What follows belongs to an exercise in optimizing a design on an open flow for small area, a short achievable clock period and few clock cycles; a production flow would make more cautious choices. At most, simulation tests tie the RTL to the original design; equivalence was not proved.

==> job 8149 <==
==> flow/design.v (excerpt) <==
module tag_value_order_message_parser #(
  parameter int unsigned INSTRUMENT_BYTES = 8
) (
  input  logic        clk_i,
  input  logic        rst_ni,
  input  logic        cfg_valid_i,
  input  logic [7:0]  cfg_field_separator_i,
  output logic        cfg_ready_o,
  input  logic        in_valid_i,
  input  logic [7:0]  in_data_byte_i,
  input  logic        in_is_last_i,
  output logic        in_ready_o,
  output logic        out_valid_o,
  input  logic        out_ready_i,
  output logic [6:0]  out_present_mask_o,
  output logic [31:0] out_order_id_o,
  output logic [31:0] out_client_id_o,
  output logic [31:0] out_side_code_o,
  output logic [31:0] out_order_quantity_o,
  output logic [31:0] out_order_kind_o,
  output logic [31:0] out_limit_price_o,
  output logic [63:0] out_instrument_text_o,
  output logic [3:0]  out_instrument_length_o,
  output logic [1:0]  out_status_o
);
==> flow/config.mk <==
export PLATFORM = sky130hd
export DESIGN_NAME = tag_value_order_message_parser
export DESIGN_NICKNAME = tag_value_order_message_parser
export VERILOG_FILES = /design/flow/design.v
export SDC_FILE = /design/flow/constraint.sdc
export NUM_CORES = 4
export LEC_CHECK = 0
export CAP_MARGIN = 20
export CORE_MARGIN = 2
export CORE_UTILIZATION = 40
export SETUP_SLACK_MARGIN = 3.5
export SLEW_MARGIN = 20
export TNS_END_PERCENT = 5
==> flow/constraint.sdc <==
create_clock -name core_clock -period 6.0 [get_ports {clk_i}]
set_input_delay 1.2000 -clock core_clock [delete_from_list [all_inputs] [get_ports {clk_i}]]
set_output_delay 1.2000 -clock core_clock [all_outputs]
set_load 0.01 [all_outputs]
standard.sh (not shown) runs the stock make flow with config.mk's settings and CLKGATE_MAP_FILE= SYNTH_SCRIPT=/design/flow/synth_recipe.tcl, a recipe that flattens the netlist after the stock synthesis.
==> flow/flow/run.sh <==
#!/bin/bash
# The standard layout, with two changes: the port buffers are buf_2 cells in place of
# the delay buffer buffer_ports picks on its own, and synthesis leaves adders to ABC
# (no full/half adder cells), which gives a faster accumulator. Each tool's output
# goes to standard.log.
set -euo pipefail
export BUFFER_PORTS_ARGS="-buffer_cell sky130_fd_sc_hd__buf_2"
export ADDER_MAP_FILE=
bash standard.sh finish > standard.log 2>&1
==> inputs of job 4648, as changes to job 8149 <==
--- a/flow/design.v
+++ b/flow/design.v
@@ -32,19 +32,12 @@
     logic [3:0]  key;
     logic [3:0]  val_len;
     logic [1:0]  phase;
     logic        neg;
     logic        num_err;
-    logic [3:0]  sig_cnt;
-    logic [1:0]  sig_cmp;
-    logic        c16;
-    logic [31:0] car;
     logic [63:0] buf_q;
   } field_t;
-  localparam logic [1:0] CMP_EQ = 2'd0;
-  localparam logic [1:0] CMP_LT = 2'd1;
-  localparam logic [1:0] CMP_GT = 2'd2;
   localparam field_t FIELD_CLEAR = '0;
 endpackage
 `timescale 1ns / 1ps
 module tag_value_order_message_parser #(
   parameter int unsigned INSTRUMENT_BYTES = 8
@@ -72,14 +65,11 @@
   output logic [1:0]  out_status_o
 );
   logic [7:0]  sep_q;
   logic        in_v_q;
   logic [7:0]  byte_q;
-  logic [4:0]  dig_q;
-  logic        neg_next;
-  logic [4:0]  dig_add;
-  logic [4:0]  dig_m12;
+  logic [4:0]  dig9_q;
   logic        last_q;
   tvo_pkg::field_t      fld_q;
   tvo_pkg::field_t      base;
   tvo_pkg::field_t      fld_d;
   logic        fresh_q;
@@ -90,10 +80,11 @@
   logic        is_eq;
   logic        is_digit;
   logic        is_space;
   logic        key_55;
   logic        key_num;
+  logic [4:0]  digit_add;
   logic [31:0] acc_next;
   logic        acc_ovf;
   assign cfg_ready_o = 1'b1;
   always_ff @(posedge clk_i or negedge rst_ni) begin
     if (!rst_ni) begin
@@ -102,28 +93,23 @@
       sep_q <= cfg_field_separator_i;
     end
   end
   logic out_v_q;
   logic clr_q;
-  logic rdy_q;
-  logic vsep_q;
-  logic in_adv;
   assign advance    = !(pend_q && (out_v_q || clr_q));
-  assign in_adv     = advance && !vsep_q;
-  assign in_ready_o = rdy_q;
+  assign in_ready_o = advance;
   always_ff @(posedge clk_i or negedge rst_ni) begin
     if (!rst_ni) begin
       in_v_q <= 1'b0;
-    end else if (in_adv) begin
+    end else if (advance) begin
       in_v_q <= in_valid_i;
     end
   end
   always_ff @(posedge clk_i) begin
-    if (in_adv) begin
+    if (advance) begin
       byte_q <= in_data_byte_i;
-      dig_q  <= {dig_add >= 5'd8, dig_add >= 5'd16,
-                 (dig_add >= 5'd16) ? dig_m12[2:0] : dig_add[2:0]};
+      dig9_q <= {1'b0, in_data_byte_i[3:0]} + 5'd9;
       last_q <= in_is_last_i;
     end
   end
   assign is_sep   = (byte_q == sep_q);
   assign is_eq    = (byte_q == tvo_pkg::CHAR_EQUALS);
@@ -134,53 +120,27 @@
   assign in_value = !fresh_q && (fld_q.piece_count == 2'd1) && !is_eq;
   assign key_55  = (fld_q.key == tvo_pkg::KS_55);
   assign key_num = (fld_q.key == tvo_pkg::KS_1) || (fld_q.key == tvo_pkg::KS_11) ||
                    (fld_q.key == tvo_pkg::KS_54) || (fld_q.key == tvo_pkg::KS_38) ||
                    (fld_q.key == tvo_pkg::KS_40) || (fld_q.key == tvo_pkg::KS_44);
-  assign neg_next = (in_v_q && (byte_q == tvo_pkg::CHAR_MINUS)) ||
-                    (!(in_v_q && (byte_q == tvo_pkg::CHAR_PLUS)) && !fresh_q && fld_q.neg);
-  assign dig_add  = {1'b0, in_data_byte_i[3:0]} + (neg_next ? 5'd9 : 5'd0);
-  assign dig_m12  = dig_add - 5'd12;
-  logic [31:0] csa_a;
-  logic [31:0] csa_b;
-  logic [31:0] csa_c;
-  logic [31:0] csa_d;
-  logic [31:0] csa_x1;
-  logic [31:0] csa_y1;
-  logic [31:0] csa_y1s;
-  logic [31:0] csa_x2;
-  logic [31:0] csa_y2;
-  logic [31:0] acc_car;
-  assign csa_a   = {fld_q.buf_q[28:0], dig_q[2:0]};
-  assign csa_b   = {fld_q.buf_q[30:0], 1'b0};
-  assign csa_c   = {fld_q.car[28:1], dig_q[4:3], 2'b00};
-  assign csa_d   = {fld_q.car[30:0], 1'b0};
-  assign csa_x1  = csa_a ^ csa_b ^ csa_c;
-  assign csa_y1  = (csa_a & csa_b) | (csa_a & csa_c) | (csa_b & csa_c);
-  assign csa_y1s = {csa_y1[30:0], 1'b0};
-  assign csa_x2  = csa_x1 ^ csa_y1s ^ csa_d;
-  assign csa_y2  = (csa_x1 & csa_y1s) | (csa_x1 & csa_d) | (csa_y1s & csa_d);
-  assign acc_next = csa_x2;
-  assign acc_car  = {csa_y2[30:0], 1'b0};
-  logic [3:0] dig_val;
-  logic [3:0] lim_dig;
-  logic       sig_lead0;
-  logic [1:0] cmp_next;
-  logic [3:0] sig_next;
-  assign dig_val   = byte_q[3:0];
-  localparam logic [39:0] LIMIT_DIGITS = 40'h8463847412;
-  assign lim_dig = (fld_q.sig_cnt > 4'd9) ? 4'd8 : LIMIT_DIGITS[fld_q.sig_cnt * 4 +: 4];
-  assign sig_lead0 = (fld_q.sig_cnt == 4'd0) && (dig_val == 4'd0);
-  assign cmp_next  = (fld_q.sig_cmp != tvo_pkg::CMP_EQ) ? fld_q.sig_cmp :
-                     (dig_val < lim_dig) ? tvo_pkg::CMP_LT :
-                     (dig_val == lim_dig) ? tvo_pkg::CMP_EQ : tvo_pkg::CMP_GT;
-  assign sig_next  = fld_q.sig_cnt + 4'd1;
-  assign acc_ovf   = !sig_lead0 &&
-                     ((fld_q.sig_cnt == 4'd10) ||
-                      ((fld_q.sig_cnt == 4'd9) &&
-                       ((cmp_next == tvo_pkg::CMP_GT) ||
-                        ((cmp_next == tvo_pkg::CMP_EQ) && !fld_q.neg))));
+  logic [31:0] acc_x;
+  logic [31:0] acc_y;
+  logic [31:0] acc_z;
+  logic [31:0] acc_s;
+  logic [31:0] acc_k;
+  assign digit_add = fld_q.neg ? dig9_q : {1'b0, byte_q[3:0]};
+  assign acc_x     = {fld_q.buf_q[28:0], 3'b000};
+  assign acc_y     = {fld_q.buf_q[30:0], 1'b0};
+  assign acc_z     = {27'd0, digit_add};
+  assign acc_s     = acc_x ^ acc_y ^ acc_z;
+  assign acc_k     = {(acc_x[30:0] & acc_y[30:0]) | (acc_x[30:0] & acc_z[30:0]) |
+                      (acc_y[30:0] & acc_z[30:0]), 1'b0};
+  assign acc_next  = acc_s + acc_k;
+  assign acc_ovf   = !fld_q.buf_q[31] &&
+                     ((fld_q.buf_q[30:0] > 31'd214748364) ||
+                      ((fld_q.buf_q[30:0] == 31'd214748364) && (digit_add >= 5'd8)) ||
+                      ((fld_q.buf_q[30:0] == 31'd214748363) && (digit_add == 5'd18)));
   always_comb begin
     fld_d = base;
     fld_d.buf_q = fresh_q ? 64'd0 : fld_q.buf_q;
     if (is_eq) begin
       if (base.piece_count != 2'd3) begin
@@ -222,15 +182,10 @@
         end
       end
       if (key_num && (fld_q.phase != tvo_pkg::PH_STOP)) begin
         if (is_digit) begin
           fld_d.buf_q[31:0] = acc_next;
-          fld_d.car         = acc_car;
-          if (!sig_lead0) begin
-            fld_d.sig_cnt = sig_next;
-            fld_d.sig_cmp = cmp_next;
-          end
           if (acc_ovf) begin
             fld_d.num_err = 1'b1;
             fld_d.phase   = tvo_pkg::PH_STOP;
           end else begin
             fld_d.phase   = tvo_pkg::PH_DIGITS;
@@ -249,41 +204,26 @@
           fld_d.phase = tvo_pkg::PH_STOP;
         end
       end
     end
   end
-  tvo_pkg::field_t fld_c;
-  always_comb begin
-    fld_c                         = fld_q;
-    {fld_c.c16, fld_c.buf_q[15:0]} = {1'b0, fld_q.buf_q[15:0]} + {1'b0, fld_q.car[15:0]};
-    fld_c.car[15:0]               = 16'd0;
-  end
-  logic need_vsep;
-  logic pend_n;
-  logic vsep_n;
-  assign need_vsep = !fresh_q && key_num;
-  assign pend_n    = vsep_q ? 1'b1 :
-                     in_adv ? (in_v_q && (is_sep || (last_q && !need_vsep))) : pend_q;
-  assign vsep_n    = !vsep_q && in_adv && in_v_q && !is_sep && last_q && need_vsep;
   always_ff @(posedge clk_i) begin
-    if (vsep_q) begin
-      fld_q  <= fld_c;
-    end else if (in_adv && in_v_q) begin
-      fld_q  <= is_sep ? (fresh_q ? tvo_pkg::FIELD_CLEAR : fld_c) : fld_d;
+    if (advance && in_v_q) begin
+      fld_q  <= is_sep ? base : fld_d;
       emit_q <= last_q;
     end
   end
   always_ff @(posedge clk_i or negedge rst_ni) begin
     if (!rst_ni) begin
       fresh_q <= 1'b1;
       pend_q  <= 1'b0;
-      vsep_q  <= 1'b0;
-    end else begin
-      pend_q <= pend_n;
-      vsep_q <= vsep_n;
-      if (in_adv && in_v_q) begin
+    end else if (advance) begin
+      if (in_v_q) begin
         fresh_q <= is_sep || last_q;
+        pend_q  <= is_sep || last_q;
+      end else begin
+        pend_q  <= 1'b0;
       end
     end
   end
   logic        close;
   logic        take;
@@ -305,31 +245,21 @@
   assign take  = out_v_q && out_ready_i;
   assign hasval  = (fld_q.val_len != 4'd0);
   assign taken   = hasval && (((fld_q.piece_count == 2'd1) && !fld_q.last_eq) ||
                               ((fld_q.piece_count == 2'd2) && fld_q.last_eq));
   assign num_bad = fld_q.num_err || (fld_q.phase == tvo_pkg::PH_SPACE) || (fld_q.phase == tvo_pkg::PH_SIGN);
-  assign num_val = {fld_q.buf_q[31:16] + fld_q.car[31:16] + {15'd0, fld_q.c16},
-                    fld_q.buf_q[15:0]} ^ {32{fld_q.neg}};
+  assign num_val = fld_q.buf_q[31:0] ^ {32{fld_q.neg}};
   logic [5:0] key_slot;
   assign key_slot = {fld_q.key == tvo_pkg::KS_44, fld_q.key == tvo_pkg::KS_40, fld_q.key == tvo_pkg::KS_38,
                      fld_q.key == tvo_pkg::KS_54, fld_q.key == tvo_pkg::KS_1,  fld_q.key == tvo_pkg::KS_11};
   assign wr_instr = close && taken && (fld_q.key == tvo_pkg::KS_55) &&
                     (fld_q.val_len <= 4'(INSTRUMENT_BYTES));
   assign err_long = close && taken && (fld_q.key == tvo_pkg::KS_55) &&
                     (fld_q.val_len > 4'(INSTRUMENT_BYTES));
   assign wr_num   = (close && taken && !num_bad) ? key_slot : 6'd0;
   assign err_num  = close && taken && num_bad && (key_slot != 6'd0);
   assign mask_set = {wr_num[5], wr_num[4], wr_num[3], wr_num[2], wr_instr, wr_num[1], wr_num[0]};
-  logic out_v_n;
-  assign out_v_n = take ? 1'b0 : ((close && emit_q) ? 1'b1 : out_v_q);
-  always_ff @(posedge clk_i or negedge rst_ni) begin
-    if (!rst_ni) begin
-      rdy_q <= 1'b1;
-    end else begin
-      rdy_q <= !(pend_n && (out_v_n || take)) && !vsep_n;
-    end
-  end
   always_ff @(posedge clk_i or negedge rst_ni) begin
     if (!rst_ni) begin
       clr_q   <= 1'b1;
       out_v_q <= 1'b0;
     end else begin
==> flow/run.sh (new file) <==
#!/bin/bash
# synth_recipe.tcl (not shown) runs the flow's synth.tcl, then flattens the netlist and writes it again
# the make line also repeats each setting of config.mk as NAME=value (left out here)
make -C /OpenROAD-flow-scripts/flow DESIGN_CONFIG=/design/flow/config.mk WORK_HOME=/design/flow/orfs CLKGATE_MAP_FILE= SYNTH_SCRIPT=/design/flow/synth_recipe.tcl finish
--- a/flow/config.mk
+++ b/flow/config.mk
@@ -5,9 +5,8 @@
 export SDC_FILE = /design/flow/constraint.sdc
 export NUM_CORES = 4
 export LEC_CHECK = 0
 export CAP_MARGIN = 20
 export CORE_MARGIN = 2
-export CORE_UTILIZATION = 40
-export SETUP_SLACK_MARGIN = 3.5
+export CORE_UTILIZATION = 60
+export SETUP_SLACK_MARGIN = 4.0
 export SLEW_MARGIN = 20
-export TNS_END_PERCENT = 5
removed: flow/flow/run.sh
removed: flow/standard.sh
==> notes.md <==
- Against job 4648, the synthesized cell count of job 8149 is higher by about 16%.
- In job 4648 the area after synthesis is lower than in job 8149, by 12%.
- Job 4648 never finished: it broke off in 4_1_cts (DPL-0038). Job 8149 completed with no timing, DRC or antenna violations.
Testbench counts of job 8149, summed over its fixed seeds: cycles 69,120.
For job 4648, only the layout was checked, not whether the RTL still works.

-- separate check: timing with driven ports --
No port has a modelled driver above. Below, the same layout with a new extraction and two added sets of constraints. Step 1 assumes that a clkbuf_16 drives the clock port and a buf_2 every other input. Step 2 adds t to the input delays and takes it off the output delays; t is the mean of the earliest and latest rising clock arrival at the registers after step 1. Input paths then give back, and output paths get back, about the clock's delay inside the block. Three values: ideal, step 1, step 2; two values: the first two.
run: job 8149
t, ns: 0.650
setup WS [ns]: 3.006 / 3.006 / 3.006
hold WS [ns]: 0.451 / 0.451 / 0.451
After both steps job 8149 still meets setup and hold. For job 8149, drivers alone change the setup slack by 0.000 ns; drivers and shift together by 0.000 ns.
